Context: an optimization exercise on an open-source flow, tuned for small area. The choices shown serve that exercise and are no tape-out recipe.
The RTL was checked by simulation tests, not by an equivalence proof against the original design.

==> module ret_core, before the edit <==
module ret_core (
    input  wire         clk,
    input  wire         rst_n,
    input  wire         op_strobe,
    input  wire   [7:0] opcode,
    input  wire   [3:0] flags,
    input  wire         push_strobe,
    input  wire  [15:0] push_data,
    output logic [15:0] pc,
    output logic [15:0] sp,
    output logic        busy,
    output logic        done,
    output logic        taken
);
    localparam int NW = 128;
    logic [14:0] spw;        
    logic        t;          
    logic  [2:0] c;          
    logic        accept;
    logic        push_ok;
    logic        cc_true;
    logic        end_nt;     
    logic        ld_lo;      
    logic        ld_hi;      
    logic        fin;
    assign accept  = op_strobe && !busy && (opcode[7:6] == 2'b11) && (opcode[2:0] == 3'b000);
    assign push_ok = push_strobe && !busy;
    assign cc_true = (flags[opcode[5:4]] == opcode[3]);
    assign end_nt = busy && !t && (c == 3'd1);
    assign ld_lo  = busy && (c == 3'd4);
    assign ld_hi  = busy && (c == 3'd7);
    assign fin    = end_nt || ld_hi;
    always_ff @(posedge clk or negedge rst_n) begin
        if (!rst_n) begin
            busy <= 1'b0;
            done <= 1'b0;
        end else begin
            done <= fin;
            if (accept) begin
                busy <= 1'b1;
            end else if (fin) begin
                busy <= 1'b0;
            end
        end
    end
    always_ff @(posedge clk) begin
        if (busy && !end_nt) begin
            c <= c + 3'd1;
        end else begin
            c <= 3'd0;
        end
        if (accept) begin
            t <= cc_true;
        end
    end
    assign taken = done && t;
    logic [15:0] rd_word;
    always_ff @(posedge clk or negedge rst_n) begin
        if (!rst_n) begin
            spw <= 15'h0080;
            pc  <= 16'h0000;
        end else begin
            if (push_ok) begin
                spw <= spw - 15'd1;
            end else if (ld_hi) begin
                spw <= spw + 15'd1;
            end
            if (ld_lo) begin
                pc[7:0] <= rd_word[7:0];
            end
            if (ld_hi) begin
                pc[15:8] <= rd_word[15:8];
            end
        end
    end
    assign sp = {spw, busy && c[2] && (c[1] || c[0])};
    logic [NW-1:0]    rsel;
    logic [NW-1:0]    wsel;
    logic [NW*16-1:0] mem;
    always_comb begin
        for (int i = 0; i < NW; i++) begin
            rsel[i] = (spw[6:0] == 7'(i));
        end
        for (int i = 0; i < NW; i++) begin
            wsel[i] = push_ok && rsel[(i + 1) % NW];
        end
    end
    always_ff @(posedge clk) begin
        for (int i = 0; i < NW; i++) begin
            if (wsel[i]) begin
                mem[i*16 +: 16] <= push_data;
            end
        end
    end
    always_comb begin
        rd_word = '1;
        for (int i = 0; i < NW; i++) begin
            rd_word = rd_word & (mem[i*16 +: 16] | {16{!rsel[i]}});
        end
    end
endmodule
Settings: LEC_CHECK=0, CAP_MARGIN=20, CORE_MARGIN=2, CORE_UTILIZATION=55, SLEW_MARGIN=20; clock period 5.0 ns.
standard.sh (not shown) runs the stock make flow with config.mk's settings and CLKGATE_MAP_FILE= SYNTH_SCRIPT=/design/flow/synth_recipe.tcl, a recipe that flattens the netlist after the stock synthesis.
==> flow/flow/run.sh <==
#!/bin/bash
# Layout flow: the standard flow (standard.sh), unchanged except for the
# clock tree: clkbuf_4 leaf buffers on clusters of at most 8 sinks within
# 35 um, and no dummy loads. The clock still reaches every register through
# buffers from the clock port.
set -euo pipefail
export CTS_ARGS="-sink_clustering_enable -repair_clock_nets -sink_clustering_size 8 -sink_clustering_max_diameter 35 -buf_list sky130_fd_sc_hd__clkbuf_4 -dont_use_dummy_load"
bash standard.sh > standard.log 2>&1
The first run completed and failed the layout checks on negative setup slack.
Then changed:
--- a/flow/design.v
+++ b/flow/design.v
@@ -124,22 +124,41 @@
     end
     assign sp = {spw, busy && c[2] && (c[1] || c[0])};
     logic [NW-1:0]    rsel;
     logic [NW-1:0]    wsel;
+    logic [NW-1:0]    keep;
     logic [NW*16-1:0] mem;
+    logic       busy_n;
+    logic [6:0] spw_n;
+    always_ff @(posedge clk or negedge rst_n) begin
+        if (!rst_n) begin
+            busy_n <= 1'b1;
+            spw_n  <= ~7'h00;
+        end else begin
+            if (accept) begin
+                busy_n <= 1'b0;
+            end else if (fin) begin
+                busy_n <= 1'b1;
+            end
+            if (push_strobe && busy_n) begin
+                spw_n <= spw_n + 7'd1;
+            end else if (ld_hi) begin
+                spw_n <= spw_n - 7'd1;
+            end
+        end
+    end
     always_comb begin
         for (int i = 0; i < NW; i++) begin
             rsel[i] = (spw[6:0] == 7'(i));
         end
         for (int i = 0; i < NW; i++) begin
             wsel[i] = push_ok && rsel[(i + 1) % NW];
+            keep[i] = !(push_strobe && busy_n && (~spw_n == 7'((i + 1) % NW)));
         end
     end
     always_ff @(posedge clk) begin
         for (int i = 0; i < NW; i++) begin
-            if (wsel[i]) begin
-                mem[i*16 +: 16] <= push_data;
-            end
+            mem[i*16 +: 16] <= (mem[i*16 +: 16] & {16{keep[i]}}) | (push_data & {16{wsel[i]}});
         end
     end
     always_comb begin
         rd_word = '1;
With this change the flow did not get past global routing on GRT-0116; synthesized cell count grows by 61%; area after synthesis stays flat.

re-timing with driven ports:
The results above use ideal ports. As a check the final layout listed here was re-extracted and re-timed, cells and wires unchanged. Step 1 assumes that a clkbuf_16 drives the clock port and a buf_2 every other input. Step 2 adds t to the input delays and takes it off the output delays; t is the mean of the earliest and latest rising clock arrival at the registers after step 1. Input paths then give back, and output paths get back, about the clock's delay inside the block. a / b / c = no drivers / after step 1 / after step 2; a / b = the first two.
run: the first run
t (ns): 1.462
slack for setup (ns): -0.045 / -0.045 / -0.045
worst hold slack (ns): 0.163 / 0.099 / 0.515
worst register clock-pin slew, ns: 0.11 / 0.11
For the first run, drivers alone change the setup slack by 0.000 ns; drivers and shift together by 0.000 ns.
